Context: an optimization exercise on an open-source flow, tuned for small area, a short achievable clock period and few clock cycles per item. The choices shown serve that exercise and are no tape-out recipe. In this exercise RTL edits were held to simulation tests only and were not proved equivalent to the original. Power figures rest on the tool's default switching activity, not on a simulated workload. The clock port is modelled as an ideal driver; clocking choices that lean on that would not hold on a real chip.

Design sys_matmul_stream, start of the top module:
module sys_matmul_stream #(
  parameter int N      = 3,
  parameter int DW     = 8,
  parameter int ACC_W  = 2*DW + $clog2(N),
  parameter int SIGNED = 0
) (
  input  logic             CLK,
  input  logic             rst_n,
  input  logic             vld_in,
  output logic             rdy_in,
  input  logic [DW-1:0]    a,
  input  logic [DW-1:0]    b,
  input  logic             keep,
  output logic             vld_out,
  input  logic             rdy_out,
  output logic [ACC_W-1:0] c,
  output logic             last_out,
  output logic             busy,
  output logic [1:0]       dbg_state
);
  function automatic logic [8:0] rot1(input logic [8:0] x);
    rot1 = {x[7:0], x[8]};
  endfunction
  function automatic logic [8:0] rot2(input logic [8:0] x);
    rot2 = {x[6:0], x[8:7]};
  endfunction
  function automatic logic [8:0] rotm2(input logic [8:0] x);
    rotm2 = {x[1:0], x[8:2]};
  endfunction
  logic [8:0] ph;           
  logic [8:0] lb;           
  logic       lpar;         
  ...
Settings: LEC_CHECK=0, ABC_CLOCK_PERIOD_IN_PS=2800, CAP_MARGIN=20, CORE_MARGIN=2, CORE_UTILIZATION=55, CTS_CLUSTER_DIAMETER=100, CTS_CLUSTER_SIZE=30, SLEW_MARGIN=20, SETUP_SLACK_MARGIN=5.0, BUFFER_PORTS_ARGS=-buffer_cell sky130_fd_sc_hd__buf_2; clock period 8.0 ns.
standard.sh (not shown) runs the stock make flow with config.mk's settings and CLKGATE_MAP_FILE= SYNTH_SCRIPT=/design/flow/synth_recipe.tcl, a recipe that flattens the netlist after the stock synthesis.
==> flow/flow/run.sh <==
#!/bin/bash
set -euo pipefail
cat >> config.mk <<'CFG'
export SETUP_SLACK_MARGIN = 5.0
export BUFFER_PORTS_ARGS = -buffer_cell sky130_fd_sc_hd__buf_2
CFG
bash standard.sh > standard_run.log 2>&1
The first run passed the timing, design-rule and antenna checks.
Testbench counts at the start, summed over its fixed seeds: cycles 14,488, items 1,600.
Edit:
==> flow/flow/run.sh (replaced) <==
#!/bin/bash
set -euo pipefail
cat >> config.mk <<'CFG'
export SETUP_SLACK_MARGIN = 5.3
export BUFFER_PORTS_ARGS = -buffer_cell sky130_fd_sc_hd__buf_2
export CTS_ARGS = -sink_clustering_enable -repair_clock_nets -sink_clustering_size 30 -sink_clustering_max_diameter 100 -dont_use_dummy_load
CFG
bash standard.sh > standard_run.log 2>&1
- ABC_AREA: unset -> 1
- ABC_CLOCK_PERIOD_IN_PS: 2800 -> unset
- CTS_ARGS: unset -> -sink_clustering_enable -repair_clock_nets -sink_clustering_size 30 -sink_clustering_max_diameter 100 -dont_use_dummy_load
- SETUP_SLACK_MARGIN: 5.0 -> 5.3
Result:
- die area is higher by 2.5%
- routed wire length is higher by 7.7%
- count of clock-buffer cells in the layout is lower by 8
Edit:
==> flow/flow/run.sh (replaced) <==
#!/bin/bash
set -euo pipefail
cat >> config.mk <<'CFG'
export SETUP_SLACK_MARGIN = 5.3
export BUFFER_PORTS_ARGS = -buffer_cell sky130_fd_sc_hd__buf_2
CFG
bash standard.sh > standard_run.log 2>&1
- ABC_AREA: 1 -> unset
- ABC_CLOCK_PERIOD_IN_PS: unset -> 2800
- CORE_UTILIZATION: 55 -> 70
- CTS_ARGS: -sink_clustering_enable -repair_clock_nets -sink_clustering_size 30 -sink_clustering_max_diameter 100 -dont_use_dummy_load -> unset
Final cell count goes down by about 20%.
Cell area went down by 2.0%.
Setup slack gains 0.072 ns.
Routed wire length is lower by 8.4%.
Sequential cell count stays the same.
Synthesized cell count falls by 21%.
Die area falls by about 23%.
Total power falls by about 2%.
Edit:
==> flow/flow/run.sh (replaced) <==
#!/bin/bash
set -euo pipefail
cat >> config.mk <<'CFG'
export SETUP_SLACK_MARGIN = 5.15
export BUFFER_PORTS_ARGS = -buffer_cell sky130_fd_sc_hd__buf_2
CFG
bash standard.sh > standard_run.log 2>&1
- CORE_UTILIZATION: 70 -> 55
- SETUP_SLACK_MARGIN: 5.3 -> 5.15
Fmax falls by 4.8%.
Worst hold slack barely changes.
Critical path depth rises by 8.
Clock skew barely changes.
Power went up by 0.90%.
Final cell count went up by 4.1%.
Routed wire length is higher by 2.9%.
Die area goes up by 27%.
Clock power stays flat.
Core utilization fell by 16 points.
Combinational power barely changes.
Edit:
==> flow/flow/run.sh (replaced) <==
#!/bin/bash
set -euo pipefail
cat >> config.mk <<'CFG'
export SETUP_SLACK_MARGIN = 5.3
export BUFFER_PORTS_ARGS = -buffer_cell sky130_fd_sc_hd__buf_2
export CTS_ARGS = -sink_clustering_enable -repair_clock_nets -sink_clustering_size 30 -sink_clustering_max_diameter 100 -dont_use_dummy_load
CFG
bash standard.sh > standard_run.log 2>&1
- CTS_ARGS: unset -> -sink_clustering_enable -repair_clock_nets -sink_clustering_size 30 -sink_clustering_max_diameter 100 -dont_use_dummy_load
- SETUP_SLACK_MARGIN: 5.15 -> 5.3
After rerunning: Via count hardly moves; worst setup slack gains 0.12 ns; combinational power stays flat; hold slack gets better by 0.0045 ns; count of clock-buffer cells in the layout decreases by 6; total power goes down by 2.0%; wire length climbs by 0.38%.
Edit:
==> flow/flow/run.sh (replaced) <==
#!/bin/bash
set -euo pipefail
cat >> config.mk <<'CFG'
export SETUP_SLACK_MARGIN = 5.45
export BUFFER_PORTS_ARGS = -buffer_cell sky130_fd_sc_hd__buf_2
CFG
bash standard.sh > standard_run.log 2>&1
- CTS_ARGS: -sink_clustering_enable -repair_clock_nets -sink_clustering_size 30 -sink_clustering_max_diameter 100 -dont_use_dummy_load -> unset
- SETUP_SLACK_MARGIN: 5.3 -> 5.45
Outcome:
- The new run went through all stages and came out clean
- power went up by 1.2%
- wire length climbs by 1.3%
- maximum frequency rose by 0.35%
- cell count grows by 1.5%
- clock skew drops by 0.015 ns
- critical path depth stays the same

Setup of try-quartz:
sys_matmul_stream, a different RTL version from the one above (not shown whole).
For scale: roughly 1,500 cells after synthesis, about 560 flip-flops, roughly 20,000 µm² of cells after synthesis.
Settings: LEC_CHECK=0, ABC_CLOCK_PERIOD_IN_PS=2800, CAP_MARGIN=20, CORE_MARGIN=2, CORE_UTILIZATION=65, CTS_CLUSTER_DIAMETER=100, CTS_CLUSTER_SIZE=30, PLACE_DENSITY=0.75, SLEW_MARGIN=20, SETUP_SLACK_MARGIN=5.35, BUFFER_PORTS_ARGS=-buffer_cell sky130_fd_sc_hd__buf_2, CTS_ARGS=-sink_clustering_enable -repair_clock_nets -sink_clustering_size 30 -sink_clustering_max_diameter 100 -dont_use_dummy_load -num_static_layers 1; clock period 8.0 ns.
==> flow/flow/run.sh <==
#!/bin/bash
# Layout: the standard ORFS flow (standard.sh) with these changes:
#  * synthesis is the standard flow's script (synth_recipe.tcl: ORFS synthesis without fsm and share,
#    then flatten and rename) with one more option on Yosys's synth calls, -noabc, which
#    skips the generic "abc -fast" pass before ORFS extracts full adders; that pass turns
#    the adder tree's xor/majority logic into inverted forms, so the extracted adders
#    come out with an inverter on most of their outputs. Registers are unchanged.
#  * plain buffers (rather than delay cells) on the ports;
#  * clock tree synthesis without dummy loads.
# The flow's full output is in standard_run.log here; ORFS's per-step logs are under
# orfs/logs/.
set -euo pipefail
sed 's/yosys synth -nofsm -noshare /yosys synth -nofsm -noshare -noabc /' synth_recipe.tcl > synth_noabc.tcl
grep -q -- '-noabc' synth_noabc.tcl
sed 's|SYNTH_SCRIPT=[^ ]*synth_recipe.tcl|SYNTH_SCRIPT='"$PWD"'/synth_noabc.tcl|' standard.sh > standard_noabc.sh
grep -q 'synth_noabc.tcl' standard_noabc.sh
cat >> config.mk <<'CFG'
export SETUP_SLACK_MARGIN = 5.35
export BUFFER_PORTS_ARGS = -buffer_cell sky130_fd_sc_hd__buf_2
export CTS_ARGS = -sink_clustering_enable -repair_clock_nets -sink_clustering_size 30 -sink_clustering_max_diameter 100 -dont_use_dummy_load -num_static_layers 1
CFG
bash standard_noabc.sh > standard_run.log 2>&1
try-quartz completed; timing, DRC and antenna clean
Testbench counts of try-quartz, summed over its fixed seeds: cycles 14,488, items 1,600.
diff inputs: try-quartz => try-cedar
-- flow/flow/run.sh --
<<< try-quartz, line 20
export CTS_ARGS = -sink_clustering_enable -repair_clock_nets -sink_clustering_size 30 -sink_clustering_max_diameter 100 -dont_use_dummy_load -num_static_layers 1
>>> try-cedar, line 20
export CTS_ARGS = -sink_clustering_enable -repair_clock_nets -sink_clustering_size 30 -sink_clustering_max_diameter 100 -dont_use_dummy_load
-- flow/config.mk --
<<< try-quartz, line 11
export CORE_UTILIZATION = 65
>>> try-cedar, line 11
export CORE_UTILIZATION = 85
<<< try-quartz, line 14
export PLACE_DENSITY = 0.75
>>> try-cedar, line 14
export PLACE_DENSITY = 0.9
<<< try-quartz, line 18
export CTS_ARGS = -sink_clustering_enable -repair_clock_nets -sink_clustering_size 30 -sink_clustering_max_diameter 100 -dont_use_dummy_load -num_static_layers 1
>>> try-cedar, line 18
export CTS_ARGS = -sink_clustering_enable -repair_clock_nets -sink_clustering_size 30 -sink_clustering_max_diameter 100 -dont_use_dummy_load
- try-cedar reports its slowest cell on the critical path as sky130_fd_sc_hd__edfxtp_1 while try-quartz reports sky130_fd_sc_hd__dfxtp_2.
- Of try-cedar and try-quartz, the run reporting the higher sequential power was try-cedar.
- Looking at met3 layer usage reported by global route across try-cedar and try-quartz, the one that comes out higher is try-cedar.
- The run showing the smaller number of buffers inserted by post-CTS setup repair is try-quartz.
- [diff] minimum period implied by the final worst setup slack, try-cedar relative to try-quartz: regression
- Against try-quartz, the final cell area of try-cedar is higher.
- The die used by try-cedar is smaller than the one used by try-quartz.
- Worst setup path endpoint = last_out: try-quartz; worst setup path endpoint = ra10[6]: try-cedar
- Against try-quartz, try-cedar comes in 3,012 higher on total via count in the routed design.
Edits applied to the flow inputs when going from try-cedar to try-willow:
==> flow/flow/run.sh <==
#!/bin/bash
set -euo pipefail
cat >> config.mk <<'CFG'
export SETUP_SLACK_MARGIN = 5.3
export BUFFER_PORTS_ARGS = -buffer_cell sky130_fd_sc_hd__buf_2
export CTS_ARGS = -sink_clustering_enable -repair_clock_nets -sink_clustering_size 30 -sink_clustering_max_diameter 100 -dont_use_dummy_load
CFG
bash standard.sh > standard_run.log 2>&1
-- flow/config.mk --
<<< try-cedar, line 11
export CORE_UTILIZATION = 85
>>> try-willow, line 11
export CORE_UTILIZATION = 55
<<< try-cedar, line 14
export PLACE_DENSITY = 0.9
>>> try-willow, line 14
<<< try-cedar, line 16
export SETUP_SLACK_MARGIN = 5.35
>>> try-willow, line 15
export SETUP_SLACK_MARGIN = 5.3
==> comparison <==
- Relative to try-cedar, complex-gate fraction of the synthesized area has gone up in try-willow.
- Going from try-cedar to try-willow, non-filler instance count after layout went up 327; time the final worst path needs with I/O delays and setup saw a decrease; register fraction of the total cell area shrank by 1.7 points.
- Taking try-cedar as the reference point, the relative contribution of sequential cells to total power of try-willow rises by 1.3 points.
- Number of antenna violations at the first check in global routing: try-willow < try-cedar
- Layout overhead on the synthesized area (lower): try-cedar
- On remaining max-slew budget at the tightest pin, try-cedar loses to try-willow.
- Comparing try-willow and try-cedar, the higher final worst setup slack is on try-willow.
- Compared with try-cedar, in try-willow clock power went down, floorplan die area moved up.
diff inputs: try-willow => try-raven
-- flow/flow/run.sh --
<<< try-willow, line 2
>>> try-raven, line 2
# Layout: the standard ORFS flow (standard.sh) with these changes:
#  * synthesis is the standard flow's script (synth_recipe.tcl: ORFS synthesis without fsm and share,
#    then flatten and rename) with one more option on Yosys's synth calls, -noabc, which
#    skips the generic "abc -fast" pass before ORFS extracts full adders; that pass turns
#    the adder tree's xor/majority logic into inverted forms, so the extracted adders
#    come out with an inverter on most of their outputs. Registers are unchanged.
#  * plain buffers (rather than delay cells) on the ports;
#  * clock tree synthesis without dummy loads.
# The flow's full output is in standard_run.log here; ORFS's per-step logs are under
# orfs/logs/.
<<< try-willow, line 3
>>> try-raven, line 13
sed 's/yosys synth -nofsm -noshare /yosys synth -nofsm -noshare -noabc /' synth_recipe.tcl > synth_noabc.tcl
grep -q -- '-noabc' synth_noabc.tcl
sed 's|SYNTH_SCRIPT=[^ ]*synth_recipe.tcl|SYNTH_SCRIPT='"$PWD"'/synth_noabc.tcl|' standard.sh > standard_noabc.sh
grep -q 'synth_noabc.tcl' standard_noabc.sh
<<< try-willow, line 4
export SETUP_SLACK_MARGIN = 5.3
>>> try-raven, line 18
export SETUP_SLACK_MARGIN = 5.35
<<< try-willow, line 8
bash standard.sh > standard_run.log 2>&1
>>> try-raven, line 22
bash standard_noabc.sh > standard_run.log 2>&1
-- flow/config.mk --
<<< try-willow, line 11
export CORE_UTILIZATION = 55
>>> try-raven, line 11
export CORE_UTILIZATION = 65
<<< try-willow, line 14
>>> try-raven, line 14
export PLACE_DENSITY = 0.75
<<< try-willow, line 15
export SETUP_SLACK_MARGIN = 5.3
>>> try-raven, line 16
export SETUP_SLACK_MARGIN = 5.35
==> comparison <==
The number of placement rows of try-raven is lower than that of try-willow.
Setup slack on try-raven is ahead of try-willow.
Against try-willow, try-raven comes in 7.3% lower on global-route wire length before repair.
Effective utilization at floorplan is higher on try-raven
Of try-willow and try-raven, the higher sequential portion of the cell area belongs to try-raven.
Going from try-willow to try-raven, area after synthesis saw a decrease, count of placed standard cells in the final layout, fillers left out went down.
Violation count after the first detailed-route iteration sits higher in try-raven than in try-willow.
Number of ordinary inverters in the final layout was higher in try-willow than in try-raven.
In the tables for try-willow and try-raven, worst supply voltage drop on vdd reads lower with try-raven.
In try-raven, the worst-margin pin slew came out 0.040 ns below the value in try-willow.

[port drivers added, routing unchanged]
In the flow no input, the clock included, has a driving cell. The finished layouts below were timed again as built, in two steps.
Step 1 assumes that a clkbuf_16 drives the clock port and a buf_2 every other input.
Step 2 moves the port delays by t, midway between the first and last clock arrival at a register: inputs arrive t later, outputs are due t later. That takes back most of the time a late clock gives input paths.
a / b / c = ideal ports / drivers / drivers and shift; a / b = the first two.
run | shift t [ns] | setup WS [ns] | hold WS [ns] | clock arrival spread, ns | pins driven straight from the clock port
the first run of note 1 | 0.616 | 5.145 / 5.180 / 4.564 | 0.326 / 0.326 / 0.326 | 0.020 / 0.020 | 1
the second run of note 1 | 0.598 | 5.274 / 5.219 / 4.893 | 0.324 / 0.324 / 0.324 | 0.032 / 0.032 | 1
the third run of note 1 | 0.601 | 5.346 / 5.295 / 4.782 | 0.329 / 0.329 / 0.329 | 0.022 / 0.022 | 1
the fourth run of note 1 | 0.618 | 5.213 / 5.194 / 4.631 | 0.328 / 0.328 / 0.328 | 0.021 / 0.020 | 1
the fifth run of note 1 | 0.607 | 5.337 / 5.281 / 4.788 | 0.332 / 0.332 / 0.332 | 0.032 / 0.032 | 1
the sixth run of note 1 | 0.613 | 5.346 / 5.291 / 4.887 | 0.330 / 0.330 / 0.330 | 0.017 / 0.017 | 1
try-quartz | 0.587 | 5.389 / 5.340 / 4.897 | 0.331 / 0.331 / 0.331 | 0.020 / 0.020 | 1
try-cedar | 0.605 | 4.954 / 4.954 / 4.748 | 0.302 / 0.302 / 0.302 | 0.054 / 0.055 | 1
try-willow | 0.607 | 5.348 / 5.293 / 4.952 | 0.331 / 0.331 / 0.331 | 0.030 / 0.031 | 1
try-raven | 0.594 | 5.380 / 5.330 / 4.898 | 0.328 / 0.328 / 0.328 | 0.026 / 0.026 | 1
After both steps setup and hold are still met in every run listed. For the fourth run of note 1, which loses most, drivers alone change the setup slack by -0.019 ns; drivers and shift together by -0.582 ns.
